Background: an optimization exercise with open tools, aiming at small area and a short achievable clock period. Do not read the settings as production practice. The RTL was checked by simulation tests, not by an equivalence proof against the original design.

==> build 39: inputs <==
==> flow/design.v <==
module uart_rx_recorder (
  input  logic       clk,
  input  logic       rst,
  input  logic       i_valid,
  input  logic [7:0] i_data,
  input  logic       i_clear,
  input  logic [8:0] i_raddr,
  output logic [7:0] o_rdata,
  output logic [9:0] o_count,
  output logic       o_busy,
  output logic       o_done,
  output logic       o_full,
  output logic [7:0] o_checksum
);
  logic       busy_q, done_q;
  logic [9:0] count_q;
  logic [7:0] sum_q;
  logic       we;
  logic [9:0] count_inc;
  logic       last;
  assign we        = i_valid & ~i_clear & ~done_q;
  assign count_inc = count_q + 10'd1;
  assign last      = (i_data == 8'h00) | count_q[9] | (&count_q[8:0]);
  always_ff @(posedge clk) begin
    if (rst || i_clear) begin
      busy_q  <= 1'b0;
      done_q  <= 1'b0;
      count_q <= '0;
      sum_q   <= '0;
    end else if (we) begin
      busy_q  <= ~last;
      done_q  <= last;
      count_q <= count_inc;
      sum_q   <= sum_q + i_data;
    end
  end
  assign o_count    = count_q;
  assign o_busy     = busy_q;
  assign o_done     = done_q;
  assign o_full     = count_q[9];
  assign o_checksum = sum_q;
  logic [7:0] wa_n_q, wb_q, wc_q;
  always_ff @(posedge clk) begin
    if (rst || i_clear) begin
      wa_n_q <= 8'hfe;
      wb_q   <= 8'd1;
      wc_q   <= 8'd1;
    end else if (we) begin
      wa_n_q <= {wa_n_q[6:0], wa_n_q[7]};
      if (!wa_n_q[7]) wb_q <= {wb_q[6:0], wb_q[7]};
      if (!wa_n_q[7] && wb_q[7]) wc_q <= {wc_q[6:0], wc_q[7]};
    end
  end
  logic [63:0]  wbc_n;
  logic [511:0] wen;
  logic [511:0] rsel;
  always_comb begin
    for (int k = 0; k < 64; k++) wbc_n[k] = ~(we & wb_q[k % 8] & wc_q[k / 8]);
    for (int r = 0; r < 512; r++) rsel[r] = (i_raddr == 9'(r));
  end
  logic [7:0] mem [512];
  for (genvar r = 0; r < 512; r++) begin : g_row
    uart_rx_recorder_nor2 u_wen (.a(wa_n_q[r % 8]), .b(wbc_n[r / 8]), .y(wen[r]));
    always_ff @(posedge clk) begin
      if (wen[r]) mem[r] <= i_data;
    end
  end
  logic [7:0] rd;
  for (genvar b = 0; b < 8; b++) begin : g_bit
    logic [63:0]  l1;
    logic [31:0]  l2_n;
    logic [7:0]   l3;
    logic [3:0]   l4_n;
    for (genvar i = 0; i < 64; i++) begin : g_l1
      uart_rx_recorder_or8 u (.s(rsel[8*i +: 8]), .d({mem[8*i+7][b], mem[8*i+6][b], mem[8*i+5][b], mem[8*i+4][b],
                                                   mem[8*i+3][b], mem[8*i+2][b], mem[8*i+1][b], mem[8*i][b]}),
                              .y(l1[i]));
    end
    for (genvar i = 0; i < 32; i++) begin : g_l2
      uart_rx_recorder_nor2 u (.a(l1[2*i]), .b(l1[2*i+1]), .y(l2_n[i]));
    end
    for (genvar i = 0; i < 8; i++) begin : g_l3
      uart_rx_recorder_nand4 u (.a(l2_n[4*i]), .b(l2_n[4*i+1]), .c(l2_n[4*i+2]), .d(l2_n[4*i+3]), .y(l3[i]));
    end
    for (genvar i = 0; i < 4; i++) begin : g_l4
      uart_rx_recorder_nor2 u (.a(l3[2*i]), .b(l3[2*i+1]), .y(l4_n[i]));
    end
    logic [1:0] l5;
    for (genvar i = 0; i < 2; i++) begin : g_l5
      uart_rx_recorder_nand2 u (.a(l4_n[2*i]), .b(l4_n[2*i+1]), .y(l5[i]));
    end
    assign rd[b] = l5[0] | l5[1];
  end
  always_ff @(posedge clk) begin
    if (rst) o_rdata <= '0;
    else     o_rdata <= rd;
  end
endmodule
module uart_rx_recorder_or8 (
  input  logic [7:0] s,
  input  logic [7:0] d,
  output logic       y
);
  assign y = |(s & d);
endmodule
module uart_rx_recorder_nand4 (
  input  logic a, b, c, d,
  output logic y
);
  assign y = ~(a & b & c & d);
endmodule
module uart_rx_recorder_nor2 (
  input  logic a, b,
  output logic y
);
  assign y = ~(a | b);
endmodule
module uart_rx_recorder_nand2 (
  input  logic a, b,
  output logic y
);
  assign y = ~(a & b);
endmodule
==> flow/run.sh <==
#!/bin/bash
# synth_recipe.tcl (not shown) runs the flow's synth.tcl, then flattens the netlist and writes it again
# the make line also repeats each setting of config.mk as NAME=value (left out here)
make -C /OpenROAD-flow-scripts/flow DESIGN_CONFIG=/design/flow/config.mk WORK_HOME=/design/flow/orfs CLKGATE_MAP_FILE= SYNTH_SCRIPT=/design/flow/synth_recipe.tcl finish
==> flow/config.mk <==
export PLATFORM = sky130hd
export DESIGN_NAME = uart_rx_recorder
export DESIGN_NICKNAME = uart_rx_recorder
export VERILOG_FILES = /design/flow/design.v
export SDC_FILE = /design/flow/constraint.sdc
export NUM_CORES = 4
export LEC_CHECK = 0
export CAP_MARGIN = 20
export CORE_MARGIN = 2
export CORE_UTILIZATION = 40
export CTS_BUF_LIST = sky130_fd_sc_hd__clkbuf_8
export CTS_CLUSTER_DIAMETER = 50
export CTS_CLUSTER_SIZE = 20
export GPL_TIMING_DRIVEN = 0
export SETUP_SLACK_MARGIN = 1.5
export SLEW_MARGIN = 20
export SYNTH_HIERARCHICAL = 1
export TNS_END_PERCENT = 5
==> flow/constraint.sdc <==
create_clock -name core_clock -period 3.5 [get_ports {clk}]
set_input_delay 0.7000 -clock core_clock [delete_from_list [all_inputs] [get_ports {clk}]]
set_output_delay 0.7000 -clock core_clock [all_outputs]
set_load 0.01 [all_outputs]
==> build 79: changes against build 39 <==
==> flow/design.v, changed modules only <==
module uart_rx_recorder (
  input  logic       clk,
  input  logic       rst,
  input  logic       i_valid,
  input  logic [7:0] i_data,
  input  logic       i_clear,
  input  logic [8:0] i_raddr,
  output logic [7:0] o_rdata,
  output logic [9:0] o_count,
  output logic       o_busy,
  output logic       o_done,
  output logic       o_full,
  output logic [7:0] o_checksum
);
  logic       busy_q, done_q;
  logic [9:0] count_q;
  logic [7:0] sum_q;
  logic       we;
  logic [9:0] count_inc;
  logic       last;
  assign we        = i_valid & ~i_clear & ~done_q;
  assign count_inc = count_q + 10'd1;
  assign last      = (i_data == 8'h00) | count_q[9] | (&count_q[8:0]);
  always_ff @(posedge clk) begin
    if (rst || i_clear) begin
      busy_q  <= 1'b0;
      done_q  <= 1'b0;
      count_q <= '0;
      sum_q   <= '0;
    end else if (we) begin
      busy_q  <= ~last;
      done_q  <= last;
      count_q <= count_inc;
      sum_q   <= sum_q + i_data;
    end
  end
  assign o_count    = count_q;
  assign o_busy     = busy_q;
  assign o_done     = done_q;
  assign o_full     = count_q[9];
  assign o_checksum = sum_q;
  logic [511:0] wsel;
  logic [511:0] rsel;
  always_comb begin
    for (int r = 0; r < 512; r++) begin
      wsel[r] = (count_q[8:0] == 9'(r));
      rsel[r] = (i_raddr == 9'(r));
    end
  end
  logic [7:0] mem [512];
  for (genvar r = 0; r < 512; r++) begin : g_row
    always_ff @(posedge clk) begin
      if (we && wsel[r]) mem[r] <= i_data;
    end
  end
  logic [7:0] rd;
  for (genvar b = 0; b < 8; b++) begin : g_bit
    logic [63:0]  l1;
    logic [31:0]  l2_n;
    logic [7:0]   l3;
    logic [3:0]   l4_n;
    for (genvar i = 0; i < 64; i++) begin : g_l1
      uart_rx_recorder_or8 u (.s(rsel[8*i +: 8]), .d({mem[8*i+7][b], mem[8*i+6][b], mem[8*i+5][b], mem[8*i+4][b],
                                                   mem[8*i+3][b], mem[8*i+2][b], mem[8*i+1][b], mem[8*i][b]}),
                              .y(l1[i]));
    end
    for (genvar i = 0; i < 32; i++) begin : g_l2
      uart_rx_recorder_nor2 u (.a(l1[2*i]), .b(l1[2*i+1]), .y(l2_n[i]));
    end
    for (genvar i = 0; i < 8; i++) begin : g_l3
      uart_rx_recorder_nand4 u (.a(l2_n[4*i]), .b(l2_n[4*i+1]), .c(l2_n[4*i+2]), .d(l2_n[4*i+3]), .y(l3[i]));
    end
    for (genvar i = 0; i < 4; i++) begin : g_l4
      uart_rx_recorder_nor2 u (.a(l3[2*i]), .b(l3[2*i+1]), .y(l4_n[i]));
    end
    assign rd[b] = ~(&l4_n);
  end
  always_ff @(posedge clk) begin
    if (rst) o_rdata <= '0;
    else     o_rdata <= rd;
  end
endmodule
// module uart_rx_recorder_nand2 removed
--- a/flow/config.mk
+++ b/flow/config.mk
@@ -8,9 +8,8 @@
 export CAP_MARGIN = 20
 export CORE_MARGIN = 2
 export CORE_UTILIZATION = 40
-export CTS_BUF_LIST = sky130_fd_sc_hd__clkbuf_8
-export CTS_CLUSTER_DIAMETER = 50
-export CTS_CLUSTER_SIZE = 20
+export CTS_CLUSTER_DIAMETER = 60
+export CTS_CLUSTER_SIZE = 30
 export GPL_TIMING_DRIVEN = 0
 export SETUP_SLACK_MARGIN = 1.5
 export SLEW_MARGIN = 20
==> build 93: changes against build 39 <==
==> flow/design.v, changed modules only <==
module uart_rx_recorder #(
  parameter int unsigned DEPTH      = 512,
  parameter logic [7:0]  TERMINATOR = 8'h00
) (
  input  logic       clk,
  input  logic       rst,
  input  logic       i_valid,
  input  logic [7:0] i_data,
  input  logic       i_clear,
  input  logic [8:0] i_raddr,
  output logic [7:0] o_rdata,
  output logic [9:0] o_count,
  output logic       o_busy,
  output logic       o_done,
  output logic       o_full,
  output logic [7:0] o_checksum
);
  localparam int unsigned AW       = $clog2(DEPTH);
  localparam logic [9:0]  DepthCnt = 10'(DEPTH);
  typedef enum logic [1:0] {StIdle, StRecord, StDone} state_e;
  state_e     state_q, state_d;
  logic [9:0] count_q, count_d;
  logic       we;
  logic [7:0] mem [DEPTH];
  always_comb begin
    state_d = state_q;
    count_d = count_q;
    we      = 1'b0;
    if (i_clear) begin
      state_d = StIdle;
      count_d = '0;
    end else if (i_valid && (state_q != StDone)) begin
      we      = 1'b1;
      count_d = count_q + 10'd1;
      if ((i_data == TERMINATOR) || (count_d == DepthCnt)) begin
        state_d = StDone;
      end else begin
        state_d = StRecord;
      end
    end
  end
  always_ff @(posedge clk) begin
    if (rst) begin
      state_q <= StIdle;
      count_q <= '0;
      o_busy  <= 1'b0;
      o_done  <= 1'b0;
      o_full  <= 1'b0;
    end else begin
      state_q <= state_d;
      count_q <= count_d;
      o_busy  <= (state_d == StRecord);
      o_done  <= (state_d == StDone);
      o_full  <= (count_d == DepthCnt);
    end
  end
  assign o_count = count_q;
  always_ff @(posedge clk) begin
    if (we) begin
      mem[count_q[AW-1:0]] <= i_data;
    end
  end
  always_ff @(posedge clk) begin
    if (rst) begin
      o_rdata <= 8'h00;
    end else begin
      o_rdata <= mem[i_raddr[AW-1:0]];
    end
  end
  logic [7:0] checksum_q;
  always_ff @(posedge clk) begin
    if (rst || i_clear) begin
      checksum_q <= 8'h00;
    end else if (we) begin
      checksum_q <= checksum_q + i_data;
    end
  end
  assign o_checksum = checksum_q;
endmodule
// module uart_rx_recorder_or8 removed
// module uart_rx_recorder_nand4 removed
// module uart_rx_recorder_nor2 removed
// module uart_rx_recorder_nand2 removed
==> flow/config.mk (replaced) <==
export PLATFORM = sky130hd
export DESIGN_NAME = uart_rx_recorder
export DESIGN_NICKNAME = uart_rx_recorder
export VERILOG_FILES = /design/flow/design.v
export SDC_FILE = /design/flow/constraint.sdc
export NUM_CORES = 4
export LEC_CHECK = 0
export CAP_MARGIN = 20
export CORE_MARGIN = 2
export CORE_UTILIZATION = 40
export SLEW_MARGIN = 20
==> build 97: changes against build 39 <==
==> flow/design.v, changed modules only <==
module uart_rx_recorder (
  input  logic       clk,
  input  logic       rst,
  input  logic       i_valid,
  input  logic [7:0] i_data,
  input  logic       i_clear,
  input  logic [8:0] i_raddr,
  output logic [7:0] o_rdata,
  output logic [9:0] o_count,
  output logic       o_busy,
  output logic       o_done,
  output logic       o_full,
  output logic [7:0] o_checksum
);
  logic       busy_q, done_q;
  logic [9:0] count_q;
  logic [7:0] sum_q;
  logic       we;
  logic [9:0] count_inc;
  logic       last;
  assign we        = i_valid & ~i_clear & ~done_q;
  assign count_inc = count_q + 10'd1;
  assign last      = (i_data == 8'h00) | count_q[9] | (&count_q[8:0]);
  always_ff @(posedge clk) begin
    if (rst || i_clear) begin
      busy_q  <= 1'b0;
      done_q  <= 1'b0;
      count_q <= '0;
      sum_q   <= '0;
    end else if (we) begin
      busy_q  <= ~last;
      done_q  <= last;
      count_q <= count_inc;
      sum_q   <= sum_q + i_data;
    end
  end
  assign o_count    = count_q;
  assign o_busy     = busy_q;
  assign o_done     = done_q;
  assign o_full     = count_q[9];
  assign o_checksum = sum_q;
  logic [7:0] wa_n_q, wb_q, wc_q;
  always_ff @(posedge clk) begin
    if (rst || i_clear) begin
      wa_n_q <= 8'hfe;
      wb_q   <= 8'd1;
      wc_q   <= 8'd1;
    end else if (we) begin
      wa_n_q <= {wa_n_q[6:0], wa_n_q[7]};
      if (!wa_n_q[7]) wb_q <= {wb_q[6:0], wb_q[7]};
      if (!wa_n_q[7] && wb_q[7]) wc_q <= {wc_q[6:0], wc_q[7]};
    end
  end
  logic [63:0]  wbc_n;
  logic [511:0] wen;
  logic [511:0] rsel;
  always_comb begin
    for (int k = 0; k < 64; k++) wbc_n[k] = ~(we & wb_q[k % 8] & wc_q[k / 8]);
    for (int r = 0; r < 512; r++) rsel[r] = (i_raddr == 9'(r));
  end
  logic [7:0] mem [512];
  for (genvar r = 0; r < 512; r++) begin : g_row
    uart_rx_recorder_nor2 u_wen (.a(wa_n_q[r % 8]), .b(wbc_n[r / 8]), .y(wen[r]));
    always_ff @(posedge clk) begin
      if (wen[r]) mem[r] <= i_data;
    end
  end
  logic [7:0] rd;
  for (genvar b = 0; b < 8; b++) begin : g_bit
    logic [63:0] l1;
    logic [31:0] l2_n;
    logic [15:0] l3;
    logic [7:0]  l4_n;
    logic [3:0]  l5;
    logic [1:0]  l6_n;
    for (genvar i = 0; i < 64; i++) begin : g_l1
      uart_rx_recorder_or8 u (.s(rsel[8*i +: 8]), .d({mem[8*i+7][b], mem[8*i+6][b], mem[8*i+5][b], mem[8*i+4][b],
                                                   mem[8*i+3][b], mem[8*i+2][b], mem[8*i+1][b], mem[8*i][b]}),
                              .y(l1[i]));
    end
    for (genvar i = 0; i < 32; i++) begin : g_l2
      uart_rx_recorder_nor2 u (.a(l1[2*i]), .b(l1[2*i+1]), .y(l2_n[i]));
    end
    for (genvar i = 0; i < 16; i++) begin : g_l3
      uart_rx_recorder_nand2 u (.a(l2_n[2*i]), .b(l2_n[2*i+1]), .y(l3[i]));
    end
    for (genvar i = 0; i < 8; i++) begin : g_l4
      uart_rx_recorder_nor2 u (.a(l3[2*i]), .b(l3[2*i+1]), .y(l4_n[i]));
    end
    for (genvar i = 0; i < 4; i++) begin : g_l5
      uart_rx_recorder_nand2 u (.a(l4_n[2*i]), .b(l4_n[2*i+1]), .y(l5[i]));
    end
    for (genvar i = 0; i < 2; i++) begin : g_l6
      uart_rx_recorder_nor2 u (.a(l5[2*i]), .b(l5[2*i+1]), .y(l6_n[i]));
    end
    assign rd[b] = ~(l6_n[0] & l6_n[1]);
  end
  always_ff @(posedge clk) begin
    if (rst) o_rdata <= '0;
    else     o_rdata <= rd;
  end
endmodule
// module uart_rx_recorder_nand4 removed
--- a/flow/config.mk
+++ b/flow/config.mk
@@ -8,9 +8,8 @@
 export CAP_MARGIN = 20
 export CORE_MARGIN = 2
 export CORE_UTILIZATION = 40
-export CTS_BUF_LIST = sky130_fd_sc_hd__clkbuf_8
-export CTS_CLUSTER_DIAMETER = 50
-export CTS_CLUSTER_SIZE = 20
+export CTS_CLUSTER_DIAMETER = 60
+export CTS_CLUSTER_SIZE = 30
 export GPL_TIMING_DRIVEN = 0
 export SETUP_SLACK_MARGIN = 1.5
 export SLEW_MARGIN = 20
==> impl_metrics.ini <==
[detailed_routing]
drt_iter0_drc = 12000

[clock_tree]
clockRootBuffer = clkbuf_16
postCtsSetupBuffers = 29

[status]
status = no timing/DRC/antenna violations

[power_and_ir_drop]
power_density_nw_per_um2 = 516.0
vdd_drop_max_v = 0.0004071

[placement]
gp_congestion = 0.8805

[critical_path]
slowest_stage = nor2_4
cp_num_cells = 12

[grt]
use_met1 = 0.2990

[yosys]
synth.top_cell.area_share = 0.8202

[timing]
period_share = 0.8112
Source of the figures above: build 79

==> impl_metrics.ini <==
[status]
status = no timing/DRC/antenna violations

[critical_path]
cp_num_cells = 10
slowest_stage = o2111ai_1

[detailed_routing]
drt_iter0_drc = 10580

[grt]
use_met1 = 0.3005

[power_and_ir_drop]
power_density_nw_per_um2 = 547.4

[clock_tree]
postCtsSetupBuffers = 0

[yosys]
synth.top_cell.area_share = 0.7669
Source of the figures above: build 93

==> impl_metrics.ini <==
[grt]
use_met1 = 0.2895

[detailed_routing]
drt_iter0_drc = 12220

[status]
status = no timing/DRC/antenna violations

[timing]
period_share = 0.7110

[critical_path]
cp_num_cells = 14
slowest_stage = nor2_4

[placement]
gp_congestion = 0.8700

[power_and_ir_drop]
power_density_nw_per_um2 = 493.5
vdd_drop_max_v = 0.0003198

[clock_tree]
clockRootBuffer = clkbuf_8
Source of the figures above: build 39

==> impl_metrics.ini <==
[power_and_ir_drop]
power_density_nw_per_um2 = 490.8

[timing]
period_share = 0.7887

[critical_path]
slowest_stage = nor2_4

[detailed_routing]
drt_iter0_drc = 12550

[clock_tree]
clockRootBuffer = clkbuf_16

[placement]
gp_congestion = 0.8451

[status]
status = no timing/DRC/antenna violations
Source of the figures above: build 97

static timing again, ports no longer ideal:
In the flow no input, the clock included, has a driving cell. The finished layouts below were timed again as built, in two steps.
Step 1 (the two cells are an assumption about what drives the block):
set clk [get_ports {clk}]
set_driving_cell -lib_cell sky130_fd_sc_hd__clkbuf_16 $clk
set_driving_cell -lib_cell sky130_fd_sc_hd__buf_2 [delete_from_list [all_inputs] $clk]
Step 2 moves the port delays by t, midway between the first and last clock arrival at a register: inputs arrive t later, outputs are due t later. That takes back most of the time a late clock gives input paths.
a / b / c = ideal / step 1 / step 2; a / b = the first two.
run | t, ns | setup WS [ns] | worst hold slack (ns) | worst setup path after step 2 | latest minus earliest clock arrival (ns)
build 39 | 1.246 | 1.011 / 0.949 / -0.296 | 0.043 / -0.026 / 0.451 | input to register | 0.129 / 0.129
build 79 | 1.037 | 0.661 / 0.631 / -0.406 | 0.034 / 0.129 / 0.479 | input to register | 0.097 / 0.096
build 93 | 1.077 | 0.189 / 0.198 / -0.792 | 0.099 / 0.037 / 0.487 | input to register | 0.077 / 0.077
build 97 | 1.014 | 0.740 / 0.664 / -0.350 | 0.114 / 0.099 / 0.471 | input to register | 0.063 / 0.062
Met with ideal ports but missed after step 2: setup timing in every run listed. The setup slack of build 39, which loses most, moves by -0.062 ns with the drivers and by -1.307 ns with both steps.
